From an optimization exercise on the open Yosys and OpenROAD flow, aimed at small area; shortcuts taken in it are not production practice.
Function was not checked in any run shown here: the RTL went through the layout flow alone.
Power is estimated from default activity; no workload was simulated.

==> config.mk <==
export PLATFORM = sky130hd
export DESIGN_NAME = dpd_output_stage
export DESIGN_NICKNAME = dpd_output_stage
export VERILOG_FILES = /design/flow/design.v
export SDC_FILE = /design/flow/constraint.sdc
export NUM_CORES = 4
export LEC_CHECK = 0
export CAP_MARGIN = 20
export CORE_MARGIN = 2
export CORE_UTILIZATION = 40
export SLEW_MARGIN = 20
export SYNTH_HIERARCHICAL = 1
==> run.sh <==
#!/bin/bash
# synth_recipe.tcl (not shown) runs the flow's synth.tcl, then flattens the netlist and writes it again
# the make line also repeats each setting of config.mk as NAME=value (left out here)
make -C /OpenROAD-flow-scripts/flow DESIGN_CONFIG=/design/flow/config.mk WORK_HOME=/design/flow/orfs CLKGATE_MAP_FILE= SYNTH_SCRIPT=/design/flow/synth_recipe.tcl finish
==> design.v <==
package dpd_pkg;
  localparam int DPD_DATA_WIDTH = 16;
  localparam int DPD_GAIN_WIDTH = 16;
  localparam int DPD_FRAC_SZ    = 12;
endpackage
module dpd_fa (
  input  logic a,
  input  logic b,
  input  logic ci,
  output logic s,
  output logic co
);
  assign s  = a ^ b ^ ci;
  assign co = (a & b) | (a & ci) | (b & ci);
endmodule
module dpd_ha (
  input  logic a,
  input  logic b,
  output logic s,
  output logic co
);
  assign s  = a ^ b;
  assign co = a & b;
endmodule
module dpd_bsel (
  input  logic one,
  input  logic two,
  input  logic neg,
  input  logic xj,
  input  logic xj1,
  output logic pp
);
  assign pp = ((one & xj) | (two & xj1)) ^ neg;
endmodule
module dpd_mulrnd (
  input  logic [15:0] x,
  input  logic [7:0]  one,
  input  logic [7:0]  two,
  input  logic [7:0]  neg,
  output logic        sat,
  output logic [15:0] val
);
  logic pp0_0;
  assign pp0_0 = (one[0] & x[0]) ^ neg[0];
  logic pp0_1;
  assign pp0_1 = ((one[0] & x[1]) | (two[0] & x[0])) ^ neg[0];
  logic pp0_2;
  assign pp0_2 = ((one[0] & x[2]) | (two[0] & x[1])) ^ neg[0];
  logic pp0_3;
  assign pp0_3 = ((one[0] & x[3]) | (two[0] & x[2])) ^ neg[0];
  logic pp0_4;
  assign pp0_4 = ((one[0] & x[4]) | (two[0] & x[3])) ^ neg[0];
  logic pp0_5;
  assign pp0_5 = ((one[0] & x[5]) | (two[0] & x[4])) ^ neg[0];
  logic pp0_6;
  assign pp0_6 = ((one[0] & x[6]) | (two[0] & x[5])) ^ neg[0];
  logic pp0_7;
  assign pp0_7 = ((one[0] & x[7]) | (two[0] & x[6])) ^ neg[0];
  logic pp0_8;
  assign pp0_8 = ((one[0] & x[8]) | (two[0] & x[7])) ^ neg[0];
  logic pp0_9;
  assign pp0_9 = ((one[0] & x[9]) | (two[0] & x[8])) ^ neg[0];
  logic pp0_10;
  assign pp0_10 = ((one[0] & x[10]) | (two[0] & x[9])) ^ neg[0];
  logic pp0_11;
  assign pp0_11 = ((one[0] & x[11]) | (two[0] & x[10])) ^ neg[0];
  logic pp0_12;
  assign pp0_12 = ((one[0] & x[12]) | (two[0] & x[11])) ^ neg[0];
  logic pp0_13;
  assign pp0_13 = ((one[0] & x[13]) | (two[0] & x[12])) ^ neg[0];
  logic pp0_14;
  assign pp0_14 = ((one[0] & x[14]) | (two[0] & x[13])) ^ neg[0];
  logic pp0_15;
  assign pp0_15 = ((one[0] & x[15]) | (two[0] & x[14])) ^ neg[0];
  logic pp0_16;
  assign pp0_16 = ((one[0] & x[15]) | (two[0] & x[15])) ^ neg[0];
  logic npp0_16;
  assign npp0_16 = ~pp0_16;
  logic pp1_0;
  assign pp1_0 = (one[1] & x[0]) ^ neg[1];
  logic pp1_1;
  assign pp1_1 = ((one[1] & x[1]) | (two[1] & x[0])) ^ neg[1];
  logic pp1_2;
  assign pp1_2 = ((one[1] & x[2]) | (two[1] & x[1])) ^ neg[1];
  logic pp1_3;
  assign pp1_3 = ((one[1] & x[3]) | (two[1] & x[2])) ^ neg[1];
  logic pp1_4;
  assign pp1_4 = ((one[1] & x[4]) | (two[1] & x[3])) ^ neg[1];
  logic pp1_5;
  assign pp1_5 = ((one[1] & x[5]) | (two[1] & x[4])) ^ neg[1];
  logic pp1_6;
  assign pp1_6 = ((one[1] & x[6]) | (two[1] & x[5])) ^ neg[1];
  logic pp1_7;
  assign pp1_7 = ((one[1] & x[7]) | (two[1] & x[6])) ^ neg[1];
  logic pp1_8;
  assign pp1_8 = ((one[1] & x[8]) | (two[1] & x[7])) ^ neg[1];
  logic pp1_9;
  assign pp1_9 = ((one[1] & x[9]) | (two[1] & x[8])) ^ neg[1];
  logic pp1_10;
  assign pp1_10 = ((one[1] & x[10]) | (two[1] & x[9])) ^ neg[1];
  logic pp1_11;
  assign pp1_11 = ((one[1] & x[11]) | (two[1] & x[10])) ^ neg[1];
  logic pp1_12;
  assign pp1_12 = ((one[1] & x[12]) | (two[1] & x[11])) ^ neg[1];
  logic pp1_13;
  assign pp1_13 = ((one[1] & x[13]) | (two[1] & x[12])) ^ neg[1];
  logic pp1_14;
  assign pp1_14 = ((one[1] & x[14]) | (two[1] & x[13])) ^ neg[1];
  logic pp1_15;
  assign pp1_15 = ((one[1] & x[15]) | (two[1] & x[14])) ^ neg[1];
  logic pp1_16;
  assign pp1_16 = ((one[1] & x[15]) | (two[1] & x[15])) ^ neg[1];
  logic npp1_16;
  assign npp1_16 = ~pp1_16;
  logic pp2_0;
  assign pp2_0 = (one[2] & x[0]) ^ neg[2];
  logic pp2_1;
  assign pp2_1 = ((one[2] & x[1]) | (two[2] & x[0])) ^ neg[2];
  logic pp2_2;
  assign pp2_2 = ((one[2] & x[2]) | (two[2] & x[1])) ^ neg[2];
  logic pp2_3;
  assign pp2_3 = ((one[2] & x[3]) | (two[2] & x[2])) ^ neg[2];
  logic pp2_4;
  assign pp2_4 = ((one[2] & x[4]) | (two[2] & x[3])) ^ neg[2];
  logic pp2_5;
  assign pp2_5 = ((one[2] & x[5]) | (two[2] & x[4])) ^ neg[2];
  logic pp2_6;
  assign pp2_6 = ((one[2] & x[6]) | (two[2] & x[5])) ^ neg[2];
  logic pp2_7;
  assign pp2_7 = ((one[2] & x[7]) | (two[2] & x[6])) ^ neg[2];
  logic pp2_8;
  assign pp2_8 = ((one[2] & x[8]) | (two[2] & x[7])) ^ neg[2];
  logic pp2_9;
  assign pp2_9 = ((one[2] & x[9]) | (two[2] & x[8])) ^ neg[2];
  logic pp2_10;
  assign pp2_10 = ((one[2] & x[10]) | (two[2] & x[9])) ^ neg[2];
  logic pp2_11;
  assign pp2_11 = ((one[2] & x[11]) | (two[2] & x[10])) ^ neg[2];
  logic pp2_12;
  assign pp2_12 = ((one[2] & x[12]) | (two[2] & x[11])) ^ neg[2];
  logic pp2_13;
  assign pp2_13 = ((one[2] & x[13]) | (two[2] & x[12])) ^ neg[2];
  logic pp2_14;
  assign pp2_14 = ((one[2] & x[14]) | (two[2] & x[13])) ^ neg[2];
  logic pp2_15;
  assign pp2_15 = ((one[2] & x[15]) | (two[2] & x[14])) ^ neg[2];
  logic pp2_16;
  assign pp2_16 = ((one[2] & x[15]) | (two[2] & x[15])) ^ neg[2];
  logic npp2_16;
  assign npp2_16 = ~pp2_16;
  logic pp3_0;
  assign pp3_0 = (one[3] & x[0]) ^ neg[3];
  logic pp3_1;
  assign pp3_1 = ((one[3] & x[1]) | (two[3] & x[0])) ^ neg[3];
  logic pp3_2;
  assign pp3_2 = ((one[3] & x[2]) | (two[3] & x[1])) ^ neg[3];
  logic pp3_3;
  assign pp3_3 = ((one[3] & x[3]) | (two[3] & x[2])) ^ neg[3];
  logic pp3_4;
  assign pp3_4 = ((one[3] & x[4]) | (two[3] & x[3])) ^ neg[3];
  logic pp3_5;
  assign pp3_5 = ((one[3] & x[5]) | (two[3] & x[4])) ^ neg[3];
  logic pp3_6;
  assign pp3_6 = ((one[3] & x[6]) | (two[3] & x[5])) ^ neg[3];
  logic pp3_7;
  assign pp3_7 = ((one[3] & x[7]) | (two[3] & x[6])) ^ neg[3];
  logic pp3_8;
  assign pp3_8 = ((one[3] & x[8]) | (two[3] & x[7])) ^ neg[3];
  logic pp3_9;
  assign pp3_9 = ((one[3] & x[9]) | (two[3] & x[8])) ^ neg[3];
  logic pp3_10;
  assign pp3_10 = ((one[3] & x[10]) | (two[3] & x[9])) ^ neg[3];
  logic pp3_11;
  assign pp3_11 = ((one[3] & x[11]) | (two[3] & x[10])) ^ neg[3];
  logic pp3_12;
  assign pp3_12 = ((one[3] & x[12]) | (two[3] & x[11])) ^ neg[3];
  logic pp3_13;
  assign pp3_13 = ((one[3] & x[13]) | (two[3] & x[12])) ^ neg[3];
  logic pp3_14;
  assign pp3_14 = ((one[3] & x[14]) | (two[3] & x[13])) ^ neg[3];
  logic pp3_15;
  assign pp3_15 = ((one[3] & x[15]) | (two[3] & x[14])) ^ neg[3];
  logic pp3_16;
  assign pp3_16 = ((one[3] & x[15]) | (two[3] & x[15])) ^ neg[3];
  logic npp3_16;
  assign npp3_16 = ~pp3_16;
  logic pp4_0;
  assign pp4_0 = (one[4] & x[0]) ^ neg[4];
  logic pp4_1;
  assign pp4_1 = ((one[4] & x[1]) | (two[4] & x[0])) ^ neg[4];
  logic pp4_2;
  assign pp4_2 = ((one[4] & x[2]) | (two[4] & x[1])) ^ neg[4];
  logic pp4_3;
  assign pp4_3 = ((one[4] & x[3]) | (two[4] & x[2])) ^ neg[4];
  logic pp4_4;
  assign pp4_4 = ((one[4] & x[4]) | (two[4] & x[3])) ^ neg[4];
  logic pp4_5;
  assign pp4_5 = ((one[4] & x[5]) | (two[4] & x[4])) ^ neg[4];
  logic pp4_6;
  assign pp4_6 = ((one[4] & x[6]) | (two[4] & x[5])) ^ neg[4];
  logic pp4_7;
  assign pp4_7 = ((one[4] & x[7]) | (two[4] & x[6])) ^ neg[4];
  logic pp4_8;
  assign pp4_8 = ((one[4] & x[8]) | (two[4] & x[7])) ^ neg[4];
  logic pp4_9;
  assign pp4_9 = ((one[4] & x[9]) | (two[4] & x[8])) ^ neg[4];
  logic pp4_10;
  assign pp4_10 = ((one[4] & x[10]) | (two[4] & x[9])) ^ neg[4];
  logic pp4_11;
  assign pp4_11 = ((one[4] & x[11]) | (two[4] & x[10])) ^ neg[4];
  logic pp4_12;
  assign pp4_12 = ((one[4] & x[12]) | (two[4] & x[11])) ^ neg[4];
  logic pp4_13;
  assign pp4_13 = ((one[4] & x[13]) | (two[4] & x[12])) ^ neg[4];
  logic pp4_14;
  assign pp4_14 = ((one[4] & x[14]) | (two[4] & x[13])) ^ neg[4];
  logic pp4_15;
  assign pp4_15 = ((one[4] & x[15]) | (two[4] & x[14])) ^ neg[4];
  logic pp4_16;
  assign pp4_16 = ((one[4] & x[15]) | (two[4] & x[15])) ^ neg[4];
  logic npp4_16;
  assign npp4_16 = ~pp4_16;
  logic pp5_0;
  assign pp5_0 = (one[5] & x[0]) ^ neg[5];
  logic pp5_1;
  assign pp5_1 = ((one[5] & x[1]) | (two[5] & x[0])) ^ neg[5];
  logic pp5_2;
  assign pp5_2 = ((one[5] & x[2]) | (two[5] & x[1])) ^ neg[5];
  logic pp5_3;
  assign pp5_3 = ((one[5] & x[3]) | (two[5] & x[2])) ^ neg[5];
  logic pp5_4;
  assign pp5_4 = ((one[5] & x[4]) | (two[5] & x[3])) ^ neg[5];
  logic pp5_5;
  assign pp5_5 = ((one[5] & x[5]) | (two[5] & x[4])) ^ neg[5];
  logic pp5_6;
  assign pp5_6 = ((one[5] & x[6]) | (two[5] & x[5])) ^ neg[5];
  logic pp5_7;
  assign pp5_7 = ((one[5] & x[7]) | (two[5] & x[6])) ^ neg[5];
  logic pp5_8;
  assign pp5_8 = ((one[5] & x[8]) | (two[5] & x[7])) ^ neg[5];
  logic pp5_9;
  assign pp5_9 = ((one[5] & x[9]) | (two[5] & x[8])) ^ neg[5];
  logic pp5_10;
  assign pp5_10 = ((one[5] & x[10]) | (two[5] & x[9])) ^ neg[5];
  logic pp5_11;
  assign pp5_11 = ((one[5] & x[11]) | (two[5] & x[10])) ^ neg[5];
  logic pp5_12;
  assign pp5_12 = ((one[5] & x[12]) | (two[5] & x[11])) ^ neg[5];
  logic pp5_13;
  assign pp5_13 = ((one[5] & x[13]) | (two[5] & x[12])) ^ neg[5];
  logic pp5_14;
  assign pp5_14 = ((one[5] & x[14]) | (two[5] & x[13])) ^ neg[5];
  logic pp5_15;
  assign pp5_15 = ((one[5] & x[15]) | (two[5] & x[14])) ^ neg[5];
  logic pp5_16;
  assign pp5_16 = ((one[5] & x[15]) | (two[5] & x[15])) ^ neg[5];
  logic npp5_16;
  assign npp5_16 = ~pp5_16;
  logic pp6_0;
  assign pp6_0 = (one[6] & x[0]) ^ neg[6];
  logic pp6_1;
  assign pp6_1 = ((one[6] & x[1]) | (two[6] & x[0])) ^ neg[6];
  logic pp6_2;
  assign pp6_2 = ((one[6] & x[2]) | (two[6] & x[1])) ^ neg[6];
  logic pp6_3;
  assign pp6_3 = ((one[6] & x[3]) | (two[6] & x[2])) ^ neg[6];
  logic pp6_4;
  assign pp6_4 = ((one[6] & x[4]) | (two[6] & x[3])) ^ neg[6];
  logic pp6_5;
  assign pp6_5 = ((one[6] & x[5]) | (two[6] & x[4])) ^ neg[6];
  logic pp6_6;
  assign pp6_6 = ((one[6] & x[6]) | (two[6] & x[5])) ^ neg[6];
  logic pp6_7;
  assign pp6_7 = ((one[6] & x[7]) | (two[6] & x[6])) ^ neg[6];
  logic pp6_8;
  assign pp6_8 = ((one[6] & x[8]) | (two[6] & x[7])) ^ neg[6];
  logic pp6_9;
  assign pp6_9 = ((one[6] & x[9]) | (two[6] & x[8])) ^ neg[6];
  logic pp6_10;
  assign pp6_10 = ((one[6] & x[10]) | (two[6] & x[9])) ^ neg[6];
  logic pp6_11;
  assign pp6_11 = ((one[6] & x[11]) | (two[6] & x[10])) ^ neg[6];
  logic pp6_12;
  assign pp6_12 = ((one[6] & x[12]) | (two[6] & x[11])) ^ neg[6];
  logic pp6_13;
  assign pp6_13 = ((one[6] & x[13]) | (two[6] & x[12])) ^ neg[6];
  logic pp6_14;
  assign pp6_14 = ((one[6] & x[14]) | (two[6] & x[13])) ^ neg[6];
  logic pp6_15;
  assign pp6_15 = ((one[6] & x[15]) | (two[6] & x[14])) ^ neg[6];
  logic pp6_16;
  assign pp6_16 = ((one[6] & x[15]) | (two[6] & x[15])) ^ neg[6];
  logic npp6_16;
  assign npp6_16 = ~pp6_16;
  logic pp7_0;
  assign pp7_0 = (one[7] & x[0]) ^ neg[7];
  logic pp7_1;
  assign pp7_1 = ((one[7] & x[1]) | (two[7] & x[0])) ^ neg[7];
  logic pp7_2;
  assign pp7_2 = ((one[7] & x[2]) | (two[7] & x[1])) ^ neg[7];
  logic pp7_3;
  assign pp7_3 = ((one[7] & x[3]) | (two[7] & x[2])) ^ neg[7];
  logic pp7_4;
  assign pp7_4 = ((one[7] & x[4]) | (two[7] & x[3])) ^ neg[7];
  logic pp7_5;
  assign pp7_5 = ((one[7] & x[5]) | (two[7] & x[4])) ^ neg[7];
  logic pp7_6;
  assign pp7_6 = ((one[7] & x[6]) | (two[7] & x[5])) ^ neg[7];
  logic pp7_7;
  assign pp7_7 = ((one[7] & x[7]) | (two[7] & x[6])) ^ neg[7];
  logic pp7_8;
  assign pp7_8 = ((one[7] & x[8]) | (two[7] & x[7])) ^ neg[7];
  logic pp7_9;
  assign pp7_9 = ((one[7] & x[9]) | (two[7] & x[8])) ^ neg[7];
  logic pp7_10;
  assign pp7_10 = ((one[7] & x[10]) | (two[7] & x[9])) ^ neg[7];
  logic pp7_11;
  assign pp7_11 = ((one[7] & x[11]) | (two[7] & x[10])) ^ neg[7];
  logic pp7_12;
  assign pp7_12 = ((one[7] & x[12]) | (two[7] & x[11])) ^ neg[7];
  logic pp7_13;
  assign pp7_13 = ((one[7] & x[13]) | (two[7] & x[12])) ^ neg[7];
  logic pp7_14;
  assign pp7_14 = ((one[7] & x[14]) | (two[7] & x[13])) ^ neg[7];
  logic pp7_15;
  assign pp7_15 = ((one[7] & x[15]) | (two[7] & x[14])) ^ neg[7];
  logic pp7_16;
  assign pp7_16 = ((one[7] & x[15]) | (two[7] & x[15])) ^ neg[7];
  logic npp7_16;
  assign npp7_16 = ~pp7_16;
  logic s1;
  logic c2;
  dpd_ha u_s1 (.a(neg[5]), .b(pp0_10), .s(s1), .co(c2));
  logic s3;
  logic c4;
  assign s3 = ~(pp0_11 ^ pp1_9);
  assign c4 = pp0_11 | pp1_9;
  logic s5;
  logic c6;
  dpd_fa u_s5 (.a(neg[6]), .b(pp0_12), .ci(pp1_10), .s(s5), .co(c6));
  logic s7;
  logic c8;
  dpd_ha u_s7 (.a(pp2_8), .b(pp3_6), .s(s7), .co(c8));
  logic s9;
  logic c10;
  dpd_fa u_s9 (.a(pp0_13), .b(pp1_11), .ci(pp2_9), .s(s9), .co(c10));
  logic s11;
  logic c12;
  dpd_ha u_s11 (.a(pp3_7), .b(pp4_5), .s(s11), .co(c12));
  logic s13;
  logic c14;
  dpd_fa u_s13 (.a(neg[7]), .b(pp0_14), .ci(pp1_12), .s(s13), .co(c14));
  logic s15;
  logic c16;
  dpd_fa u_s15 (.a(pp2_10), .b(pp3_8), .ci(pp4_6), .s(s15), .co(c16));
  logic s17;
  logic c18;
  dpd_ha u_s17 (.a(pp5_4), .b(pp6_2), .s(s17), .co(c18));
  logic s19;
  logic c20;
  dpd_fa u_s19 (.a(pp0_15), .b(pp1_13), .ci(pp2_11), .s(s19), .co(c20));
  logic s21;
  logic c22;
  dpd_fa u_s21 (.a(pp3_9), .b(pp4_7), .ci(pp5_5), .s(s21), .co(c22));
  logic s23;
  logic c24;
  dpd_ha u_s23 (.a(pp6_3), .b(pp7_1), .s(s23), .co(c24));
  logic s25;
  logic c26;
  dpd_fa u_s25 (.a(pp0_16), .b(pp1_14), .ci(pp2_12), .s(s25), .co(c26));
  logic s27;
  logic c28;
  dpd_fa u_s27 (.a(pp3_10), .b(pp4_8), .ci(pp5_6), .s(s27), .co(c28));
  logic s29;
  logic c30;
  dpd_ha u_s29 (.a(pp6_4), .b(pp7_2), .s(s29), .co(c30));
  logic s31;
  logic c32;
  dpd_fa u_s31 (.a(pp0_16), .b(pp1_15), .ci(pp2_13), .s(s31), .co(c32));
  logic s33;
  logic c34;
  dpd_fa u_s33 (.a(pp3_11), .b(pp4_9), .ci(pp5_7), .s(s33), .co(c34));
  logic s35;
  logic c36;
  dpd_ha u_s35 (.a(pp6_5), .b(pp7_3), .s(s35), .co(c36));
  logic s37;
  logic c38;
  dpd_fa u_s37 (.a(npp0_16), .b(npp1_16), .ci(pp2_14), .s(s37), .co(c38));
  logic s39;
  logic c40;
  dpd_fa u_s39 (.a(pp3_12), .b(pp4_10), .ci(pp5_8), .s(s39), .co(c40));
  logic s41;
  logic c42;
  dpd_ha u_s41 (.a(pp6_6), .b(pp7_4), .s(s41), .co(c42));
  logic s43;
  logic c44;
  assign s43 = ~(pp2_15 ^ pp3_13);
  assign c44 = pp2_15 | pp3_13;
  logic s45;
  logic c46;
  dpd_fa u_s45 (.a(pp4_11), .b(pp5_9), .ci(pp6_7), .s(s45), .co(c46));
  logic s47;
  logic c48;
  dpd_fa u_s47 (.a(npp2_16), .b(pp3_14), .ci(pp4_12), .s(s47), .co(c48));
  logic s49;
  logic c50;
  assign s49 = ~pp3_15;
  assign c50 = pp3_15;
  logic s51;
  logic c52;
  dpd_ha u_s51 (.a(neg[3]), .b(pp0_6), .s(s51), .co(c52));
  logic s53;
  logic c54;
  dpd_ha u_s53 (.a(pp0_7), .b(pp1_5), .s(s53), .co(c54));
  logic s55;
  logic c56;
  dpd_fa u_s55 (.a(neg[4]), .b(pp0_8), .ci(pp1_6), .s(s55), .co(c56));
  logic s57;
  logic c58;
  dpd_ha u_s57 (.a(pp2_4), .b(pp3_2), .s(s57), .co(c58));
  logic s59;
  logic c60;
  dpd_fa u_s59 (.a(pp0_9), .b(pp1_7), .ci(pp2_5), .s(s59), .co(c60));
  logic s61;
  logic c62;
  dpd_ha u_s61 (.a(pp3_3), .b(pp4_1), .s(s61), .co(c62));
  logic s63;
  logic c64;
  dpd_fa u_s63 (.a(pp1_8), .b(pp2_6), .ci(pp3_4), .s(s63), .co(c64));
  logic s65;
  logic c66;
  dpd_fa u_s65 (.a(pp4_2), .b(pp5_0), .ci(s1), .s(s65), .co(c66));
  logic s67;
  logic c68;
  dpd_fa u_s67 (.a(pp2_7), .b(pp3_5), .ci(pp4_3), .s(s67), .co(c68));
  logic s69;
  logic c70;
  dpd_fa u_s69 (.a(pp5_1), .b(c2), .ci(s3), .s(s69), .co(c70));
  logic s71;
  logic c72;
  dpd_fa u_s71 (.a(pp4_4), .b(pp5_2), .ci(pp6_0), .s(s71), .co(c72));
  logic s73;
  logic c74;
  dpd_fa u_s73 (.a(s7), .b(c4), .ci(s5), .s(s73), .co(c74));
  logic s75;
  logic c76;
  dpd_fa u_s75 (.a(pp5_3), .b(pp6_1), .ci(c8), .s(s75), .co(c76));
  logic s77;
  logic c78;
  dpd_fa u_s77 (.a(s11), .b(c6), .ci(s9), .s(s77), .co(c78));
  logic s79;
  logic c80;
  dpd_fa u_s79 (.a(pp7_0), .b(c12), .ci(s17), .s(s79), .co(c80));
  logic s81;
  logic c82;
  dpd_fa u_s81 (.a(c10), .b(s13), .ci(s15), .s(s81), .co(c82));
  logic s83;
  logic c84;
  dpd_fa u_s83 (.a(c18), .b(s23), .ci(c14), .s(s83), .co(c84));
  logic s85;
  logic c86;
  dpd_fa u_s85 (.a(c16), .b(s19), .ci(s21), .s(s85), .co(c86));
  logic s87;
  logic c88;
  dpd_fa u_s87 (.a(c24), .b(s29), .ci(c20), .s(s87), .co(c88));
  logic s89;
  logic c90;
  dpd_fa u_s89 (.a(c22), .b(s25), .ci(s27), .s(s89), .co(c90));
  logic s91;
  logic c92;
  dpd_fa u_s91 (.a(c30), .b(s35), .ci(c26), .s(s91), .co(c92));
  logic s93;
  logic c94;
  dpd_fa u_s93 (.a(c28), .b(s31), .ci(s33), .s(s93), .co(c94));
  logic s95;
  logic c96;
  dpd_fa u_s95 (.a(c36), .b(s41), .ci(c32), .s(s95), .co(c96));
  logic s97;
  logic c98;
  dpd_fa u_s97 (.a(c34), .b(s37), .ci(s39), .s(s97), .co(c98));
  logic s99;
  logic c100;
  dpd_fa u_s99 (.a(pp7_5), .b(c42), .ci(c38), .s(s99), .co(c100));
  logic s101;
  logic c102;
  dpd_fa u_s101 (.a(c40), .b(s43), .ci(s45), .s(s101), .co(c102));
  logic s103;
  logic c104;
  dpd_fa u_s103 (.a(pp5_10), .b(pp6_8), .ci(pp7_6), .s(s103), .co(c104));
  logic s105;
  logic c106;
  dpd_fa u_s105 (.a(c44), .b(c46), .ci(s47), .s(s105), .co(c106));
  logic s107;
  logic c108;
  dpd_fa u_s107 (.a(pp4_13), .b(pp5_11), .ci(pp6_9), .s(s107), .co(c108));
  logic s109;
  logic c110;
  dpd_fa u_s109 (.a(pp7_7), .b(s49), .ci(c48), .s(s109), .co(c110));
  logic s111;
  logic c112;
  dpd_fa u_s111 (.a(npp3_16), .b(pp4_14), .ci(pp5_12), .s(s111), .co(c112));
  logic s113;
  logic c114;
  dpd_fa u_s113 (.a(pp6_10), .b(pp7_8), .ci(c50), .s(s113), .co(c114));
  logic s115;
  logic c116;
  assign s115 = ~(pp4_15 ^ pp5_13);
  assign c116 = pp4_15 | pp5_13;
  logic s117;
  logic c118;
  dpd_ha u_s117 (.a(pp6_11), .b(pp7_9), .s(s117), .co(c118));
  logic s119;
  logic c120;
  dpd_fa u_s119 (.a(npp4_16), .b(pp5_14), .ci(pp6_12), .s(s119), .co(c120));
  logic s121;
  logic c122;
  assign s121 = ~pp5_15;
  assign c122 = pp5_15;
  logic s123;
  logic c124;
  dpd_ha u_s123 (.a(neg[2]), .b(pp0_4), .s(s123), .co(c124));
  logic s125;
  logic c126;
  dpd_ha u_s125 (.a(pp0_5), .b(pp1_3), .s(s125), .co(c126));
  logic s127;
  logic c128;
  dpd_fa u_s127 (.a(pp1_4), .b(pp2_2), .ci(pp3_0), .s(s127), .co(c128));
  logic s129;
  logic c130;
  dpd_fa u_s129 (.a(pp2_3), .b(pp3_1), .ci(c52), .s(s129), .co(c130));
  logic s131;
  logic c132;
  dpd_fa u_s131 (.a(pp4_0), .b(c54), .ci(s57), .s(s131), .co(c132));
  logic s133;
  logic c134;
  dpd_fa u_s133 (.a(c58), .b(s61), .ci(c56), .s(s133), .co(c134));
  logic s135;
  logic c136;
  dpd_fa u_s135 (.a(c62), .b(c60), .ci(s63), .s(s135), .co(c136));
  logic s137;
  logic c138;
  dpd_fa u_s137 (.a(c64), .b(s67), .ci(c66), .s(s137), .co(c138));
  logic s139;
  logic c140;
  dpd_fa u_s139 (.a(c68), .b(s71), .ci(c70), .s(s139), .co(c140));
  logic s141;
  logic c142;
  dpd_fa u_s141 (.a(c72), .b(s75), .ci(c74), .s(s141), .co(c142));
  logic s143;
  logic c144;
  dpd_fa u_s143 (.a(c76), .b(s79), .ci(c78), .s(s143), .co(c144));
  logic s145;
  logic c146;
  dpd_fa u_s145 (.a(c80), .b(c82), .ci(s83), .s(s145), .co(c146));
  logic s147;
  logic c148;
  dpd_fa u_s147 (.a(c84), .b(c86), .ci(s87), .s(s147), .co(c148));
  logic s149;
  logic c150;
  dpd_fa u_s149 (.a(c88), .b(c90), .ci(s91), .s(s149), .co(c150));
  logic s151;
  logic c152;
  dpd_fa u_s151 (.a(c92), .b(c94), .ci(s95), .s(s151), .co(c152));
  logic s153;
  logic c154;
  dpd_fa u_s153 (.a(c96), .b(c98), .ci(s99), .s(s153), .co(c154));
  logic s155;
  logic c156;
  dpd_fa u_s155 (.a(s103), .b(c100), .ci(c102), .s(s155), .co(c156));
  logic s157;
  logic c158;
  dpd_fa u_s157 (.a(c104), .b(s107), .ci(c106), .s(s157), .co(c158));
  logic s159;
  logic c160;
  dpd_fa u_s159 (.a(c108), .b(s111), .ci(s113), .s(s159), .co(c160));
  logic s161;
  logic c162;
  dpd_fa u_s161 (.a(s117), .b(c112), .ci(s115), .s(s161), .co(c162));
  logic s163;
  logic c164;
  dpd_fa u_s163 (.a(pp7_10), .b(c118), .ci(c116), .s(s163), .co(c164));
  logic s165;
  logic c166;
  dpd_fa u_s165 (.a(pp6_13), .b(pp7_11), .ci(s121), .s(s165), .co(c166));
  logic s167;
  logic c168;
  dpd_fa u_s167 (.a(npp5_16), .b(pp6_14), .ci(pp7_12), .s(s167), .co(c168));
  logic s169;
  logic c170;
  assign s169 = ~pp6_15;
  assign c170 = pp6_15;
  logic s171;
  logic c172;
  dpd_ha u_s171 (.a(neg[1]), .b(pp0_2), .s(s171), .co(c172));
  logic s173;
  logic c174;
  dpd_ha u_s173 (.a(pp0_3), .b(pp1_1), .s(s173), .co(c174));
  logic s175;
  logic c176;
  dpd_fa u_s175 (.a(pp1_2), .b(pp2_0), .ci(s123), .s(s175), .co(c176));
  logic s177;
  logic c178;
  dpd_fa u_s177 (.a(pp2_1), .b(c124), .ci(s125), .s(s177), .co(c178));
  logic s179;
  logic c180;
  dpd_fa u_s179 (.a(s51), .b(c126), .ci(s127), .s(s179), .co(c180));
  logic s181;
  logic c182;
  dpd_fa u_s181 (.a(s53), .b(c128), .ci(s129), .s(s181), .co(c182));
  logic s183;
  logic c184;
  dpd_fa u_s183 (.a(s55), .b(c130), .ci(s131), .s(s183), .co(c184));
  logic s185;
  logic c186;
  dpd_fa u_s185 (.a(s59), .b(c132), .ci(s133), .s(s185), .co(c186));
  logic s187;
  logic c188;
  dpd_fa u_s187 (.a(s65), .b(c134), .ci(s135), .s(s187), .co(c188));
  logic s189;
  logic c190;
  dpd_fa u_s189 (.a(s69), .b(c136), .ci(s137), .s(s189), .co(c190));
  logic s191;
  logic c192;
  dpd_fa u_s191 (.a(s73), .b(c138), .ci(s139), .s(s191), .co(c192));
  logic s193;
  logic c194;
  dpd_fa u_s193 (.a(s77), .b(c140), .ci(s141), .s(s193), .co(c194));
  logic s195;
  logic c196;
  dpd_fa u_s195 (.a(s81), .b(c142), .ci(s143), .s(s195), .co(c196));
  logic s197;
  logic c198;
  dpd_fa u_s197 (.a(s85), .b(c144), .ci(s145), .s(s197), .co(c198));
  logic s199;
  logic c200;
  dpd_fa u_s199 (.a(s89), .b(c146), .ci(s147), .s(s199), .co(c200));
  logic s201;
  logic c202;
  dpd_fa u_s201 (.a(s93), .b(c148), .ci(s149), .s(s201), .co(c202));
  logic s203;
  logic c204;
  dpd_fa u_s203 (.a(s97), .b(c150), .ci(s151), .s(s203), .co(c204));
  logic s205;
  logic c206;
  dpd_fa u_s205 (.a(s101), .b(c152), .ci(s153), .s(s205), .co(c206));
  logic s207;
  logic c208;
  dpd_fa u_s207 (.a(s105), .b(c154), .ci(s155), .s(s207), .co(c208));
  logic s209;
  logic c210;
  dpd_fa u_s209 (.a(s109), .b(c156), .ci(s157), .s(s209), .co(c210));
  logic s211;
  logic c212;
  dpd_fa u_s211 (.a(c110), .b(s159), .ci(c158), .s(s211), .co(c212));
  logic s213;
  logic c214;
  dpd_fa u_s213 (.a(c114), .b(s161), .ci(c160), .s(s213), .co(c214));
  logic s215;
  logic c216;
  dpd_fa u_s215 (.a(s119), .b(c162), .ci(s163), .s(s215), .co(c216));
  logic s217;
  logic c218;
  dpd_fa u_s217 (.a(c120), .b(s165), .ci(c164), .s(s217), .co(c218));
  logic s219;
  logic c220;
  dpd_fa u_s219 (.a(c122), .b(s167), .ci(c166), .s(s219), .co(c220));
  logic s221;
  logic c222;
  dpd_fa u_s221 (.a(pp7_13), .b(s169), .ci(c168), .s(s221), .co(c222));
  logic s223;
  logic c224;
  dpd_fa u_s223 (.a(npp6_16), .b(pp7_14), .ci(c170), .s(s223), .co(c224));
  logic s225;
  logic c226;
  assign s225 = ~pp7_15;
  assign c226 = pp7_15;
  logic [31:0] ra, rb, sm;
  assign ra[0] = neg[0];
  assign rb[0] = pp0_0;
  assign ra[1] = pp0_1;
  assign rb[1] = 1'b0;
  assign ra[2] = pp1_0;
  assign rb[2] = s171;
  assign ra[3] = c172;
  assign rb[3] = s173;
  assign ra[4] = c174;
  assign rb[4] = s175;
  assign ra[5] = c176;
  assign rb[5] = s177;
  assign ra[6] = c178;
  assign rb[6] = s179;
  assign ra[7] = c180;
  assign rb[7] = s181;
  assign ra[8] = c182;
  assign rb[8] = s183;
  assign ra[9] = c184;
  assign rb[9] = s185;
  assign ra[10] = c186;
  assign rb[10] = s187;
  assign ra[11] = c188;
  assign rb[11] = s189;
  assign ra[12] = c190;
  assign rb[12] = s191;
  assign ra[13] = c192;
  assign rb[13] = s193;
  assign ra[14] = c194;
  assign rb[14] = s195;
  assign ra[15] = c196;
  assign rb[15] = s197;
  assign ra[16] = c198;
  assign rb[16] = s199;
  assign ra[17] = c200;
  assign rb[17] = s201;
  assign ra[18] = c202;
  assign rb[18] = s203;
  assign ra[19] = c204;
  assign rb[19] = s205;
  assign ra[20] = c206;
  assign rb[20] = s207;
  assign ra[21] = c208;
  assign rb[21] = s209;
  assign ra[22] = c210;
  assign rb[22] = s211;
  assign ra[23] = c212;
  assign rb[23] = s213;
  assign ra[24] = c214;
  assign rb[24] = s215;
  assign ra[25] = c216;
  assign rb[25] = s217;
  assign ra[26] = c218;
  assign rb[26] = s219;
  assign ra[27] = c220;
  assign rb[27] = s221;
  assign ra[28] = c222;
  assign rb[28] = s223;
  assign ra[29] = c224;
  assign rb[29] = s225;
  assign ra[30] = npp7_16;
  assign rb[30] = c226;
  assign ra[31] = 1'b1;
  assign rb[31] = 1'b0;
  logic [32:0] cy;
  logic [31:0] g, p;
  assign g = ra & rb;
  assign p = ra ^ rb;
  logic G0_1;
  logic P0_1;
  assign G0_1 = g[1] | (p[1] & g[0]);
  assign P0_1 = p[1] & p[0];
  logic G0_3;
  logic P0_3;
  assign G0_3 = g[3] | (p[3] & g[2]);
  assign P0_3 = p[3] & p[2];
  logic G0_5;
  logic P0_5;
  assign G0_5 = g[5] | (p[5] & g[4]);
  assign P0_5 = p[5] & p[4];
  logic G0_7;
  logic P0_7;
  assign G0_7 = g[7] | (p[7] & g[6]);
  assign P0_7 = p[7] & p[6];
  logic G0_9;
  logic P0_9;
  assign G0_9 = g[9] | (p[9] & g[8]);
  assign P0_9 = p[9] & p[8];
  logic G0_11;
  logic P0_11;
  assign G0_11 = g[11] | (p[11] & g[10]);
  assign P0_11 = p[11] & p[10];
  logic G0_13;
  logic P0_13;
  assign G0_13 = g[13] | (p[13] & g[12]);
  assign P0_13 = p[13] & p[12];
  logic G0_15;
  logic P0_15;
  assign G0_15 = g[15] | (p[15] & g[14]);
  assign P0_15 = p[15] & p[14];
  logic G0_17;
  logic P0_17;
  assign G0_17 = g[17] | (p[17] & g[16]);
  assign P0_17 = p[17] & p[16];
  logic G0_19;
  logic P0_19;
  assign G0_19 = g[19] | (p[19] & g[18]);
  assign P0_19 = p[19] & p[18];
  logic G0_21;
  logic P0_21;
  assign G0_21 = g[21] | (p[21] & g[20]);
  assign P0_21 = p[21] & p[20];
  logic G0_23;
  logic P0_23;
  assign G0_23 = g[23] | (p[23] & g[22]);
  assign P0_23 = p[23] & p[22];
  logic G0_25;
  logic P0_25;
  assign G0_25 = g[25] | (p[25] & g[24]);
  assign P0_25 = p[25] & p[24];
  logic G0_27;
  logic P0_27;
  assign G0_27 = g[27] | (p[27] & g[26]);
  assign P0_27 = p[27] & p[26];
  logic G0_29;
  logic P0_29;
  assign G0_29 = g[29] | (p[29] & g[28]);
  assign P0_29 = p[29] & p[28];
  logic G0_31;
  logic P0_31;
  assign G0_31 = g[31] | (p[31] & g[30]);
  assign P0_31 = p[31] & p[30];
  logic G1_2;
  logic P1_2;
  assign G1_2 = g[2] | (p[2] & G0_1);
  assign P1_2 = p[2] & P0_1;
  logic G1_3;
  logic P1_3;
  assign G1_3 = G0_3 | (P0_3 & G0_1);
  assign P1_3 = P0_3 & P0_1;
  logic G1_6;
  logic P1_6;
  assign G1_6 = g[6] | (p[6] & G0_5);
  assign P1_6 = p[6] & P0_5;
  logic G1_7;
  logic P1_7;
  assign G1_7 = G0_7 | (P0_7 & G0_5);
  assign P1_7 = P0_7 & P0_5;
  logic G1_10;
  logic P1_10;
  assign G1_10 = g[10] | (p[10] & G0_9);
  assign P1_10 = p[10] & P0_9;
  logic G1_11;
  logic P1_11;
  assign G1_11 = G0_11 | (P0_11 & G0_9);
  assign P1_11 = P0_11 & P0_9;
  logic G1_14;
  logic P1_14;
  assign G1_14 = g[14] | (p[14] & G0_13);
  assign P1_14 = p[14] & P0_13;
  logic G1_15;
  logic P1_15;
  assign G1_15 = G0_15 | (P0_15 & G0_13);
  assign P1_15 = P0_15 & P0_13;
  logic G1_18;
  logic P1_18;
  assign G1_18 = g[18] | (p[18] & G0_17);
  assign P1_18 = p[18] & P0_17;
  logic G1_19;
  logic P1_19;
  assign G1_19 = G0_19 | (P0_19 & G0_17);
  assign P1_19 = P0_19 & P0_17;
  logic G1_22;
  logic P1_22;
  assign G1_22 = g[22] | (p[22] & G0_21);
  assign P1_22 = p[22] & P0_21;
  logic G1_23;
  logic P1_23;
  assign G1_23 = G0_23 | (P0_23 & G0_21);
  assign P1_23 = P0_23 & P0_21;
  logic G1_26;
  logic P1_26;
  assign G1_26 = g[26] | (p[26] & G0_25);
  assign P1_26 = p[26] & P0_25;
  logic G1_27;
  logic P1_27;
  assign G1_27 = G0_27 | (P0_27 & G0_25);
  assign P1_27 = P0_27 & P0_25;
  logic G1_30;
  logic P1_30;
  assign G1_30 = g[30] | (p[30] & G0_29);
  assign P1_30 = p[30] & P0_29;
  logic G1_31;
  logic P1_31;
  assign G1_31 = G0_31 | (P0_31 & G0_29);
  assign P1_31 = P0_31 & P0_29;
  logic G2_4;
  logic P2_4;
  assign G2_4 = g[4] | (p[4] & G1_3);
  assign P2_4 = p[4] & P1_3;
  logic G2_5;
  logic P2_5;
  assign G2_5 = G0_5 | (P0_5 & G1_3);
  assign P2_5 = P0_5 & P1_3;
  logic G2_6;
  logic P2_6;
  assign G2_6 = G1_6 | (P1_6 & G1_3);
  assign P2_6 = P1_6 & P1_3;
  logic G2_7;
  logic P2_7;
  assign G2_7 = G1_7 | (P1_7 & G1_3);
  assign P2_7 = P1_7 & P1_3;
  logic G2_12;
  logic P2_12;
  assign G2_12 = g[12] | (p[12] & G1_11);
  assign P2_12 = p[12] & P1_11;
  logic G2_13;
  logic P2_13;
  assign G2_13 = G0_13 | (P0_13 & G1_11);
  assign P2_13 = P0_13 & P1_11;
  logic G2_14;
  logic P2_14;
  assign G2_14 = G1_14 | (P1_14 & G1_11);
  assign P2_14 = P1_14 & P1_11;
  logic G2_15;
  logic P2_15;
  assign G2_15 = G1_15 | (P1_15 & G1_11);
  assign P2_15 = P1_15 & P1_11;
  logic G2_20;
  logic P2_20;
  assign G2_20 = g[20] | (p[20] & G1_19);
  assign P2_20 = p[20] & P1_19;
  logic G2_21;
  logic P2_21;
  assign G2_21 = G0_21 | (P0_21 & G1_19);
  assign P2_21 = P0_21 & P1_19;
  logic G2_22;
  logic P2_22;
  assign G2_22 = G1_22 | (P1_22 & G1_19);
  assign P2_22 = P1_22 & P1_19;
  logic G2_23;
  logic P2_23;
  assign G2_23 = G1_23 | (P1_23 & G1_19);
  assign P2_23 = P1_23 & P1_19;
  logic G2_28;
  logic P2_28;
  assign G2_28 = g[28] | (p[28] & G1_27);
  assign P2_28 = p[28] & P1_27;
  logic G2_29;
  logic P2_29;
  assign G2_29 = G0_29 | (P0_29 & G1_27);
  assign P2_29 = P0_29 & P1_27;
  logic G2_30;
  logic P2_30;
  assign G2_30 = G1_30 | (P1_30 & G1_27);
  assign P2_30 = P1_30 & P1_27;
  logic G2_31;
  logic P2_31;
  assign G2_31 = G1_31 | (P1_31 & G1_27);
  assign P2_31 = P1_31 & P1_27;
  logic G3_8;
  logic P3_8;
  assign G3_8 = g[8] | (p[8] & G2_7);
  assign P3_8 = p[8] & P2_7;
  logic G3_9;
  logic P3_9;
  assign G3_9 = G0_9 | (P0_9 & G2_7);
  assign P3_9 = P0_9 & P2_7;
  logic G3_10;
  logic P3_10;
  assign G3_10 = G1_10 | (P1_10 & G2_7);
  assign P3_10 = P1_10 & P2_7;
  logic G3_11;
  logic P3_11;
  assign G3_11 = G1_11 | (P1_11 & G2_7);
  assign P3_11 = P1_11 & P2_7;
  logic G3_12;
  logic P3_12;
  assign G3_12 = G2_12 | (P2_12 & G2_7);
  assign P3_12 = P2_12 & P2_7;
  logic G3_13;
  logic P3_13;
  assign G3_13 = G2_13 | (P2_13 & G2_7);
  assign P3_13 = P2_13 & P2_7;
  logic G3_14;
  logic P3_14;
  assign G3_14 = G2_14 | (P2_14 & G2_7);
  assign P3_14 = P2_14 & P2_7;
  logic G3_15;
  logic P3_15;
  assign G3_15 = G2_15 | (P2_15 & G2_7);
  assign P3_15 = P2_15 & P2_7;
  logic G3_24;
  logic P3_24;
  assign G3_24 = g[24] | (p[24] & G2_23);
  assign P3_24 = p[24] & P2_23;
  logic G3_25;
  logic P3_25;
  assign G3_25 = G0_25 | (P0_25 & G2_23);
  assign P3_25 = P0_25 & P2_23;
  logic G3_26;
  logic P3_26;
  assign G3_26 = G1_26 | (P1_26 & G2_23);
  assign P3_26 = P1_26 & P2_23;
  logic G3_27;
  logic P3_27;
  assign G3_27 = G1_27 | (P1_27 & G2_23);
  assign P3_27 = P1_27 & P2_23;
  logic G3_28;
  logic P3_28;
  assign G3_28 = G2_28 | (P2_28 & G2_23);
  assign P3_28 = P2_28 & P2_23;
  logic G3_29;
  logic P3_29;
  assign G3_29 = G2_29 | (P2_29 & G2_23);
  assign P3_29 = P2_29 & P2_23;
  logic G3_30;
  logic P3_30;
  assign G3_30 = G2_30 | (P2_30 & G2_23);
  assign P3_30 = P2_30 & P2_23;
  logic G3_31;
  logic P3_31;
  assign G3_31 = G2_31 | (P2_31 & G2_23);
  assign P3_31 = P2_31 & P2_23;
  logic G4_16;
  logic P4_16;
  assign G4_16 = g[16] | (p[16] & G3_15);
  assign P4_16 = p[16] & P3_15;
  logic G4_17;
  logic P4_17;
  assign G4_17 = G0_17 | (P0_17 & G3_15);
  assign P4_17 = P0_17 & P3_15;
  logic G4_18;
  logic P4_18;
  assign G4_18 = G1_18 | (P1_18 & G3_15);
  assign P4_18 = P1_18 & P3_15;
  logic G4_19;
  logic P4_19;
  assign G4_19 = G1_19 | (P1_19 & G3_15);
  assign P4_19 = P1_19 & P3_15;
  logic G4_20;
  logic P4_20;
  assign G4_20 = G2_20 | (P2_20 & G3_15);
  assign P4_20 = P2_20 & P3_15;
  logic G4_21;
  logic P4_21;
  assign G4_21 = G2_21 | (P2_21 & G3_15);
  assign P4_21 = P2_21 & P3_15;
  logic G4_22;
  logic P4_22;
  assign G4_22 = G2_22 | (P2_22 & G3_15);
  assign P4_22 = P2_22 & P3_15;
  logic G4_23;
  logic P4_23;
  assign G4_23 = G2_23 | (P2_23 & G3_15);
  assign P4_23 = P2_23 & P3_15;
  logic G4_24;
  logic P4_24;
  assign G4_24 = G3_24 | (P3_24 & G3_15);
  assign P4_24 = P3_24 & P3_15;
  logic G4_25;
  logic P4_25;
  assign G4_25 = G3_25 | (P3_25 & G3_15);
  assign P4_25 = P3_25 & P3_15;
  logic G4_26;
  logic P4_26;
  assign G4_26 = G3_26 | (P3_26 & G3_15);
  assign P4_26 = P3_26 & P3_15;
  logic G4_27;
  logic P4_27;
  assign G4_27 = G3_27 | (P3_27 & G3_15);
  assign P4_27 = P3_27 & P3_15;
  logic G4_28;
  logic P4_28;
  assign G4_28 = G3_28 | (P3_28 & G3_15);
  assign P4_28 = P3_28 & P3_15;
  logic G4_29;
  logic P4_29;
  assign G4_29 = G3_29 | (P3_29 & G3_15);
  assign P4_29 = P3_29 & P3_15;
  logic G4_30;
  logic P4_30;
  assign G4_30 = G3_30 | (P3_30 & G3_15);
  assign P4_30 = P3_30 & P3_15;
  logic G4_31;
  logic P4_31;
  assign G4_31 = G3_31 | (P3_31 & G3_15);
  assign P4_31 = P3_31 & P3_15;
  assign sm[12] = p[12] ^ G3_11;
  assign sm[13] = p[13] ^ G3_12;
  assign sm[14] = p[14] ^ G3_13;
  assign sm[15] = p[15] ^ G3_14;
  assign sm[16] = p[16] ^ G3_15;
  assign sm[17] = p[17] ^ G4_16;
  assign sm[18] = p[18] ^ G4_17;
  assign sm[19] = p[19] ^ G4_18;
  assign sm[20] = p[20] ^ G4_19;
  assign sm[21] = p[21] ^ G4_20;
  assign sm[22] = p[22] ^ G4_21;
  assign sm[23] = p[23] ^ G4_22;
  assign sm[24] = p[24] ^ G4_23;
  assign sm[25] = p[25] ^ G4_24;
  assign sm[26] = p[26] ^ G4_25;
  assign sm[27] = p[27] ^ G4_26;
  assign sm[28] = p[28] ^ G4_27;
  assign sm[29] = p[29] ^ G4_28;
  assign sm[30] = p[30] ^ G4_29;
  assign sm[31] = p[31] ^ G4_30;
  assign sm[11:0] = 12'd0;
  assign sat = (sm[31:27] != {5{sm[27]}});
  assign val = sat ? {sm[31], {15{~sm[31]}}} : sm[27:12];
endmodule
module dpd_aoi222 (
  input  logic a0, a1, b0, b1, c0, c1,
  output logic y
);
  assign y = ~((a0 & a1) | (b0 & b1) | (c0 & c1));
endmodule
module dpd_rdbit (
  input  logic [15:0] d,
  input  logic [15:0] s,
  output logic        q
);
  logic [4:0] y;
  for (genvar k = 0; k < 5; k++) begin : g_aoi
    dpd_aoi222 u_aoi (.a0(d[3*k]), .a1(s[3*k]), .b0(d[3*k+1]), .b1(s[3*k+1]),
                      .c0(d[3*k+2]), .c1(s[3*k+2]), .y(y[k]));
  end
  assign q = ~(&y) | (d[15] & s[15]);
endmodule
module dpd_sync_fifo #(
  parameter int WIDTH = 32
) (
  input  logic [16*WIDTH-1:0] i_mem,
  input  logic [15:0]         i_sel,
  output logic [WIDTH-1:0]    o_rdata
);
  for (genvar b = 0; b < WIDTH; b++) begin : g_bit
    logic [15:0] d;
    for (genvar e = 0; e < 16; e++) begin : g_e
      assign d[e] = i_mem[e*WIDTH+b];
    end
    dpd_rdbit u_bit (.d(d), .s(i_sel), .q(o_rdata[b]));
  end
endmodule
module dpd_output_stage (
  input  logic               clk,
  input  logic               rst_n,
  input  logic               ENABLE,
  input  logic               valid_in,
  input  logic signed [15:0] y_in_re,
  input  logic signed [15:0] y_in_im,
  input  logic signed [15:0] gain,
  input  logic               clr_status,
  input  logic               dac_ready,
  output logic               dac_valid,
  output logic signed [15:0] dac_re,
  output logic signed [15:0] dac_im,
  output logic               fifo_full,
  output logic               fifo_empty,
  output logic [4:0]         fifo_level,
  output logic               overflow,
  output logic [15:0]        sat_count
);
  logic               r_s1_valid;
  logic        [15:0] r_s1_re, r_s1_im, r_s1_gain;
  logic               r_s2_valid;
  logic        [15:0] r_s2_re, r_s2_im;
  logic               r_s2_sat;
  logic        [31:0] r_mem [16];
  logic        [4:0]  r_level;
  logic               r_overflow;
  logic        [15:0] r_sat_count;
  logic        [7:0]  w_one, w_two, w_neg;
  logic        [15:0] w_re, w_im;
  logic               w_sat_re, w_sat_im;
  logic               w_rd, w_wr;
  logic        [15:0] w_sel;
  logic        [511:0] w_mem;
  logic        [31:0] w_head;
  always_comb begin
    for (int i = 0; i < 8; i++) begin
      logic b0, b1, b2;
      b0 = (i == 0) ? 1'b0 : r_s1_gain[2*i-1];
      b1 = r_s1_gain[2*i];
      b2 = r_s1_gain[2*i+1];
      w_neg[i] = b2;
      w_one[i] = b1 ^ b0;
      w_two[i] = (b2 & ~b1 & ~b0) | (~b2 & b1 & b0);
    end
  end
  dpd_mulrnd u_mul_re (.x(r_s1_re), .one(w_one), .two(w_two), .neg(w_neg),
                       .sat(w_sat_re), .val(w_re));
  dpd_mulrnd u_mul_im (.x(r_s1_im), .one(w_one), .two(w_two), .neg(w_neg),
                       .sat(w_sat_im), .val(w_im));
  always_ff @(posedge clk or negedge rst_n) begin
    if (!rst_n) begin
      r_s1_valid <= 1'b0;
      r_s2_valid <= 1'b0;
    end else begin
      r_s1_valid <= valid_in && ENABLE;
      r_s2_valid <= r_s1_valid;
    end
  end
  always_ff @(posedge clk) begin
    r_s1_re   <= y_in_re;
    r_s1_im   <= y_in_im;
    r_s1_gain <= gain;
    r_s2_re   <= w_re;
    r_s2_im   <= w_im;
    r_s2_sat  <= w_sat_re | w_sat_im;
  end
  assign fifo_full  = r_level[4];
  assign fifo_empty = (r_level == 5'd0);
  assign fifo_level = r_level;
  assign dac_valid  = !fifo_empty;
  assign w_rd = dac_valid && dac_ready;
  assign w_wr = r_s2_valid && (!fifo_full || w_rd);
  always_ff @(posedge clk or negedge rst_n) begin
    if (!rst_n)
      r_level <= 5'd0;
    else if (w_wr && !w_rd)
      r_level <= r_level + 5'd1;
    else if (w_rd && !w_wr)
      r_level <= r_level - 5'd1;
  end
  always_ff @(posedge clk) begin
    if (w_wr) begin
      r_mem[0] <= {r_s2_re, r_s2_im};
      for (int i = 1; i < 16; i++) r_mem[i] <= r_mem[i-1];
    end
  end
  always_comb begin
    for (int i = 0; i < 16; i++) begin
      w_sel[i] = (r_level == 5'(i + 1));
      w_mem[i*32 +: 32] = r_mem[i];
    end
  end
  dpd_sync_fifo #(.WIDTH(32)) u_rd (.i_mem(w_mem), .i_sel(w_sel), .o_rdata(w_head));
  assign dac_re = w_head[31:16];
  assign dac_im = w_head[15:0];
  always_ff @(posedge clk or negedge rst_n) begin
    if (!rst_n) begin
      r_sat_count <= 16'd0;
      r_overflow  <= 1'b0;
    end else if (clr_status) begin
      r_sat_count <= 16'd0;
      r_overflow  <= 1'b0;
    end else begin
      if (r_s2_valid && r_s2_sat && (r_sat_count != 16'hffff))
        r_sat_count <= r_sat_count + 16'd1;
      if (r_s2_valid && !w_wr)
        r_overflow <= 1'b1;
    end
  end
  assign overflow  = r_overflow;
  assign sat_count = r_sat_count;
endmodule
==> constraint.sdc <==
create_clock -name core_clock -period 7.5 [get_ports {clk}]
set_input_delay 1.5000 -clock core_clock [delete_from_list [all_inputs] [get_ports {clk}]]
set_output_delay 1.5000 -clock core_clock [all_outputs]
set_load 0.01 [all_outputs]
==> results of run 1 <==
[per-module statistics from Yosys, one instance, submodules excluded, excerpt]
module | area (um2) | cells | flip-flops and latches | times used
dpd_output_stage | 18700 | 790 | 617 | 1
dpd_mulrnd | 4020 | 545 | 0 | 2
dpd_fa | 20.0 | 1 | 0 | 178
dpd_rdbit | 16.3 | 3 | 0 | 32
dpd_ha | 12.5 | 1 | 0 | 34
dpd_aoi222 | 10.0 | 1 | 0 | 160
[worst reg2reg max path, delay by kind of cell (launching register included)]
| kind | cells | cell delay (ns) |
|---|---|---|
| AO/OA/AOI/OAI | 4 | 0.87 |
| XOR/XNOR | 2 | 1.08 |
| adder cells (fa/ha/maj) | 5 | 2.19 |
| buffers and inverters | 1 | 0.40 |
| flip-flops | 1 | 0.80 |
| multiplexers | 2 | 0.50 |
| AND/OR/NAND/NOR | 4 | 1.00 |
[state kept, by name, indices dropped and copies added (netlist names)]
name and count:
r_s2_re 16, r_s1_re 16, r_overflow 1, r_s1_im 16
r_sat_count 16, r_s2_im 16, r_s1_gain 16, r_s2_valid 1
r_mem 512, r_level 5, r_s2_sat 1, r_s1_valid 1
[cell usage in the layout, fill, tap and decap left out, types with 8 or more instances in the layout]
master / instances
clkinv_1: 8
nor2_1: 37
fa_1: 180
nand2b_1: 11
dfrtp_1: 24
clkbuf_1: 17
clkbuf_16: 68
inv_1: 36
or3_1: 12
o21ai_0: 39
a22oi_1: 240
nand2_1: 84
edfxtp_1: 512
nand3_1: 17
nor2_2: 10
dfxtp_2: 8
nand3b_1: 8
a222oi_1: 160
a21oi_1: 44
mux2i_1: 10
nor3_1: 15
xnor2_1: 257
nand4_1: 52
xor2_1: 42
a21o_1: 14
buf_4: 56
a21oi_2: 13
o21ai_2: 22
clkdlybuf4s50_1: 109
and3_1: 39
clkinv_2: 11
dfxtp_1: 73
ha_1: 106
[power by group]
group / switching, uW / total (uW) / internal [uW] / leakage, uW
sequential: 250 / 4400 / 4150 / 0.00572
combinational: 5640 / 9690 / 4040 / 0.00580
clock: 1370 / 3270 / 1900 / 0.00106
[kinds of logic (layout without fill, tap and decap cells)]
logic type	after synthesis	after routing
DFF	617	617
AOI/OAI and AO/OA	607	607
and+or+nand+nor	325	325
xor gates and xnor gates	308	308
adders and majority gates	286	286
buffers and inverters	193	326
muxes	12	12
other	0	1
[area by class of cell]
class | instances | area [um2] | area share, %
Sequential cell | 617 | 17600 | 47.1
Multi-Input combinational cell | 1538 | 14600 | 39.0
Clock buffer | 85 | 1770 | 4.72
Timing Repair Buffer | 169 | 1560 | 4.17
Tap cell | 1070 | 1340 | 3.58
Clock inverter | 35 | 409 | 1.09
Inverter | 37 | 139 | 0.371
Antenna cell | 1 | 2.50 | 0.00669
[layer usage]
metal | vias up | global-route usage, % | part of all wire, %
met1 | 10949 | 26.9 | 43
met5 | - | 0 | 0
met4 | 0 | 5.61 | 2.1
met3 | 127 | 3.34 | 7.6
met2 | 911 | 30.8 | 47
li1 | 9383 | - | -
[metrics by stage]
stage / setup TNS (ns) / instances / hold slack (ns) / cell area, um2
3_3_place_gp: 0 / 3431 / 0.336 / 35200
2_1_floorplan: -1495.40 / 2348 / 0.331 / 32900
4_1_cts: 0 / 3551 / 0.332 / 37400
6_report: 0 / 3552 / 0.327 / 37400
5_1_grt: 0 / 3551 / 0.331 / 37400
3_5_place_dp: 0 / 3431 / 0.344 / 35200
[path summary, 6_finish.rpt]
check                      slack (ns)                           to
min in group asynchronous        0.87       r_level[3]$_DFFE_PN0P_
hold / removal                   0.33         r_s2_valid$_DFF_PN0_
setup reg to reg                 0.52             r_s2_sat$_DFF_P_
max in group asynchronous        6.22  r_sat_count[15]$_DFFE_PN0P_
setup / recovery                 0.52             r_s2_sat$_DFF_P_
hold reg to reg                  0.33         r_s2_valid$_DFF_PN0_
==> results.tsv, run 1 <==
stage	metric	value	unit
worst_setup_path	crit_start	r_s1_gain[5]$_DFF_P_	
sta	skew	0.0320	ns
synth	syn_area_per_cell	14.0	um2
flow_run	drv_cap	0	
power_and_ir_drop	ir_drop	0.376	mV
worst_setup_path	critPathKind	reg -> reg	
worst_hold_path	min-delay-path-class	reg -> reg	
sta	rsz0062_at_grt	false	
clock_tree	clockBufferDepth	3	
worst_setup_path	cp_top_family	adder cells	
worst_setup_path	endpoint_kind	register	
synth	synth.most_common_cell	edfxtp_1	
worst_setup_path	cp_num_buf_inv	1	
synth	synth_fp_nets	2688	
global_routing	grt_antenna_before_repair	0	
global_routing	grt_usage	19.2	%
synth	yosys.area_share.simple	5.24	%
final_layout	n_fill_cell	7301	
power_and_ir_drop	power	17400	uW
sta	maxSlewHeadroom	22.7	%
drt	firstDrtPassIters	12	
worst_setup_path	rr_startpoint	r_s1_gain[5]$_DFF_P_	
die	start_util	40.2	%
drt	wl	83400	um
drt	vias_per_cell	6.02	
clock_tree	h-tree-depth	3	
synth	synth_top_area_share	46.8	%
worst_setup_path	worstPathArrival	7.45	ns
worst_setup_path	path_cells	xor2_2 -> buf_4 -> a22oi_1 -> xnor2_1 -> fa_1 -> fa_1 -> fa_1 -> fa_1 -> ha_1 -> nand4_1 -> nor4_1 -> a32o_1 -> a21o_1 -> mux2i_1 -> o22ai_1 -> or2_1 -> mux2_2 -> or2_2	
place	gp_congestion	0.888	
sta	hold_viol_final	0	
synth	synth-xor-area-share	8.33	%
power_and_ir_drop	pwr_density_cell	464	nW/um2
clock_tree	post_cts_resized	0	
worst_setup_path	slowest_delay	0.80	ns
synth	yosys_warnings	8	
drt	antenna_left	0	
sta	tightest_slew	1.16	ns
die	dieArea	84400	um2
global_routing	first_global_vias	21555	
synth	async_flop_share	3.89	%
sta	layout_setup_ws	0.522	ns
synth	netlist_instances	2348	
worst_setup_path	crit_top_cell	fa_1	
synth	yosys.cell_types.count	73	
die	fp.dieW	291	um
die	io_pins	111	
place	place_ws	0.622	ns
global_routing	overflow	0	
clock_tree	postCtsSetupRepairBufs	0	
power_and_ir_drop	power.leakage	0.0126	uW
place	portBuffers	110	
worst_hold_path	hold_start	r_s1_valid$_DFF_PN0_	
sta	setup_violations	0	
synth	synth_common_cells	512 x edfxtp_1, 257 x xnor2_1, 240 x a22oi_1, 180 x fa_1, 160 x a222oi_1	
synth	synth_top_family_by_area	adder cells	
sta	min_period	6.98	ns
worst_setup_path	cp_max_fo	24	
die	die_h	291	um
worst_setup_path	r2r_cells	18	
drt	drt_iter0_drc	2787	
synth	synth_area_leader_cell	edfxtp_1	
synth	synthMuxAreaShare	0.373	%
worst_hold_path	hold_depth	0	
synth	synth_adder_area_share	15.0	%
clock_tree	cts_hold_repair.buffers	0	
worst_setup_path	cp.required	7.98	ns
clock_tree	worstSkewPairLatency	0.61	ns
worst_setup_path	cpMaxStageDelayCell	dfxtp_2	
place	dp_hpwl	52400	um
clock_tree	clk_pin_slew	0.06	ns
synth	synth-edff-count	512	
synth	synth_compound_area_share	15.0	%
final_layout	area_growth	13.9	%
die	core	81700	um2
final_layout	post-route-util	45.8	%
drt	vias	21370	
drt	drcViolationCount	0	
global_routing	grt_start_max_net_pins	210	
synth	synth_area	32800	um2
synth	synth.top_cells.by_area	edfxtp_1 47%, fa_1 11%, xnor2_1 6.9%	
synth	ys_seq_elements	617	
sta	min_period_over_period	93.0	%
clock_tree	cts_sinks	617	
global_routing	grt_first_pass_wirelength	128000	um
final_layout	finalNetCount	2770	
sta	fmax	143	MHz
synth	ys_seq_area_share	53.6	%
final_layout	drive_above_1_share	10.3	%
drt	routedWlPerCell	23.5	um
clock_tree	cts_tree	done	
sta	slew_violations	0	
clock_tree	cts_buffers	67	
clock_tree	root_buffer	clkbuf_16	
worst_setup_path	critical_path_cell_count	18	
worst_setup_path	cp-start-kind	register	
status	status	finished clean	
die	placementRows	105	
synth	synth-main-ff-cell	edfxtp_1	
==> run 2: changes to the inputs <==
--- a/config.mk
+++ b/config.mk
@@ -8,5 +8,7 @@
 export CAP_MARGIN = 20
 export CORE_MARGIN = 2
 export CORE_UTILIZATION = 40
+export CTS_CLUSTER_DIAMETER = 150
+export CTS_CLUSTER_SIZE = 30
 export SLEW_MARGIN = 20
 export SYNTH_HIERARCHICAL = 1
==> run 2 against run 1 <==
  * Power fell by 9.2%
  * Via count is 1.5% lower
  * Sequential power about the same
  * Maximum frequency is 0.69% higher
  * Clock-buffer cell count fell by 43
  * Largest cell class unchanged
  * Largest power group unchanged
  * Highest routed layer unchanged
==> results.tsv, run 2 <==
stage	metric	value	unit	change
status	status	finished clean		
worst_setup_path	endpoint_kind	register		
synth	synth_common_cells	512 x edfxtp_1, 257 x xnor2_1, 240 x a22oi_1, 180 x fa_1, 160 x a222oi_1		
global_routing	grt_usage	18.8	%	-0.47 points
final_layout	final_common_cell	edfxtp_1		
synth	yosys_warnings	8		unchanged
synth	synthMuxAreaShare	0.373	%	unchanged
die	die_h	291	um	unchanged
clock_tree	post_cts_resized	0		unchanged
worst_setup_path	slowest_delay	0.84	ns	+0.04 ns
worst_setup_path	crit_start	r_s1_gain[3]$_DFF_P_		
die	core	81700	um2	unchanged
synth	yosys.cell_types.count	73		unchanged
synth	synth_compound_area_share	15.0	%	unchanged
place	dp.cells	3431		unchanged
drt	drt_iter0_drc	2974		+6.7%
sta	tightest_slew	1.10	ns	-0.0573 ns
final_layout	finalNonFillerCells	3476		-2.1%
synth	yosys.area_share.simple	5.24	%	unchanged
final_layout	final_cell_mix	512 x edfxtp_1, 257 x xnor2_1, 240 x a22oi_1		
worst_setup_path	ff2ff_setup_slack	0.57	ns	+0.05 ns
worst_setup_path	cp_num_buf_inv	1		unchanged
synth	syn_area_per_cell	14.0	um2	unchanged
final_layout	finalNetCount	2728		-1.5%
sta	fmax	144	MHz	+0.69%
global_routing	overflow	0		unchanged
worst_setup_path	cp_max_fo	24		unchanged
drt	routedWlPerCell	23.6	um	+0.69%
die	io_pins	111		unchanged
sta	hold_viol_final	0		unchanged
final_layout	seqCellArea	17600	um2	unchanged
final_layout	largest_register_ffs	512		unchanged
clock_tree	cts_tree	done		
power_and_ir_drop	power	15800	uW	-9.2%
final_layout	area_growth	9.56	%	
drt	vias	21046		-1.5%
clock_tree	postCtsSetupRepairBufs	0		unchanged
final_layout	final_cell_area	36000	um2	-3.8%
worst_setup_path	path_cells	xor2_2 -> buf_4 -> a22oi_1 -> xnor2_1 -> fa_1 -> fa_1 -> fa_1 -> fa_1 -> ha_1 -> nand4_1 -> nor4_1 -> a32o_1 -> a21o_1 -> mux2i_1 -> o22ai_1 -> or2_1 -> mux2_2 -> or2_2		
synth	synth_adder_area_share	15.0	%	unchanged
clock_tree	worstSkewPairLatency	0.62	ns	about the same
synth	synth_fp_nets	2688		unchanged
drt	firstDrtPassIters	8		-4
worst_setup_path	r2r-end	r_s2_sat$_DFF_P_		
worst_setup_path	cpMaxStageDelayCell	dfxtp_2		
clock_tree	cts_hold_repair.buffers	0		unchanged
sta	rsz0062_at_grt	false		
synth	synth_area_leader_cell	edfxtp_1		
sta	hold-worst-slack	0.365	ns	+0.0379 ns
worst_setup_path	worstPathArrival	7.43	ns	-0.02 ns
worst_setup_path	r2r_cells	18		unchanged
sta	min_period	6.93	ns	-0.0478 ns
place	gp_congestion	0.888		unchanged
synth	synth-main-ff-cell	edfxtp_1		
place	portBuffers	110		unchanged
synth	async_flop_share	3.89	%	unchanged
clock_tree	cts_buffers	25		-63%
sta	min_period_over_period	92.4	%	-0.64 points
final_layout	antenna_cells	0		-1
worst_hold_path	min-delay-path-class	reg -> reg		
worst_setup_path	critPathKind	reg -> reg		
die	fp.dieW	291	um	unchanged
flow_run	drv_cap	0		unchanged
synth	synth_area	32800	um2	unchanged
clock_tree	root_buffer	clkbuf_16		
global_routing	grt_antenna_before_repair	0		unchanged
worst_setup_path	rr_startpoint	r_s1_gain[3]$_DFF_P_		
drt	antenna_left	0		unchanged
power_and_ir_drop	power.leakage	0.0119	uW	-5.6%
synth	synth-xor-area-share	8.33	%	unchanged
clock_tree	clockBufferDepth	3		unchanged
[run 2: how the worst min path moves through the flow]
stage                              start                    to  slack (ns)  depth (start not counted)
detailed placement  r_s1_valid$_DFF_PN0_  r_s2_valid$_DFF_PN0_        0.34                          0
global route        r_s1_valid$_DFF_PN0_  r_s2_valid$_DFF_PN0_        0.37                          0
finish              r_s1_valid$_DFF_PN0_  r_s2_valid$_DFF_PN0_        0.37                          0
floorplan           r_s1_valid$_DFF_PN0_  r_s2_valid$_DFF_PN0_        0.33                          0
CTS                 r_s1_valid$_DFF_PN0_  r_s2_valid$_DFF_PN0_        0.37                          0
global placement    r_s1_valid$_DFF_PN0_  r_s2_valid$_DFF_PN0_        0.34                          0
[run 2: cells by family after synthesis]
| group | Yosys count |
|---|---|
| flip-flops | 617 |
| AO/OA/AOI/OAI | 607 |
| AND/OR/NAND/NOR | 325 |
| XOR/XNOR | 308 |
| adder cells (fa/ha/maj) | 286 |
| buffers and inverters | 193 |
| multiplexers | 12 |
[run 2: final cells by class]
type | instances | area share [%]
clock buffers | 42 | 1.92
repair buffers | 169 | 4.33
inverters | 37 | 0.386
flip-flops and latches | 617 | 48.9
multi-input cells | 1538 | 40.6
clock inverters | 3 | 0.146
well taps | 1070 | 3.72
[run 2: metrics by stage]
step	utilization, %	setup slack (ns)	setup TNS, ns
3_3_place_gp	43.1	0.712	0
4_1_cts	44.0	0.593	0
6_report	44.0	0.570	0
3_5_place_dp	43.1	0.622	0
5_1_grt	44.0	0.208	0
2_1_floorplan	-	-3.87	-1495.40
[run 2: where the power goes]
| group | total (uW) | internal (uW) | switching [uW] |
|---|---|---|---|
| clock network | 1690 | 654 | 1040 |
| logic | 9680 | 4040 | 5640 |
| registers | 4400 | 4150 | 250 |
| total | 15800 | 8840 | 6920 |
[run 2: metal layers]
| metal | GRT usage [%] | part of all wire, % | up-vias |
|---|---|---|---|
| li1 | - | - | 9253 |
| met1 | 26.8 | 43 | 10768 |
| met2 | 30.8 | 48 | 940 |
| met3 | 2.39 | 7.7 | 85 |
| met4 | 3.99 | 1.6 | 0 |
| met5 | 0 | 0 | - |
[run 2: Yosys stat by module (local to each module, per instance), a selection]
module            area (um2)  flip-flops and latches  cells  times used
dpd_ha                  12.5                       0      1          34
dpd_fa                  20.0                       0      1         178
dpd_aoi222              10.0                       0      1         160
dpd_rdbit               16.3                       0      3          32
dpd_output_stage       18700                     617    790           1
dpd_mulrnd              4020                       0    545           2

re-timing with driven ports:
Ports are ideal in the flow. The routed layouts listed here were re-timed in OpenROAD.
Step 1, drivers: a clkbuf_16 drives clk and a buf_2 each remaining input, both assumed.
Step 2, shift: input delay + t, output delay - t, t = (earliest + latest rising clock arrival at the registers) / 2. This alone moves slack from input paths to output paths.
a / b / c = ideal ports / drivers / drivers and shift; a / b = the first two.
| run | t, ns | setup WS [ns] |
|---|---|---|
| run 1 | 0.658 | 0.522 / 0.522 / 0.522 |
| run 2 | 0.655 | 0.570 / 0.570 / 0.570 |
After both steps setup and hold are still met in every run listed.
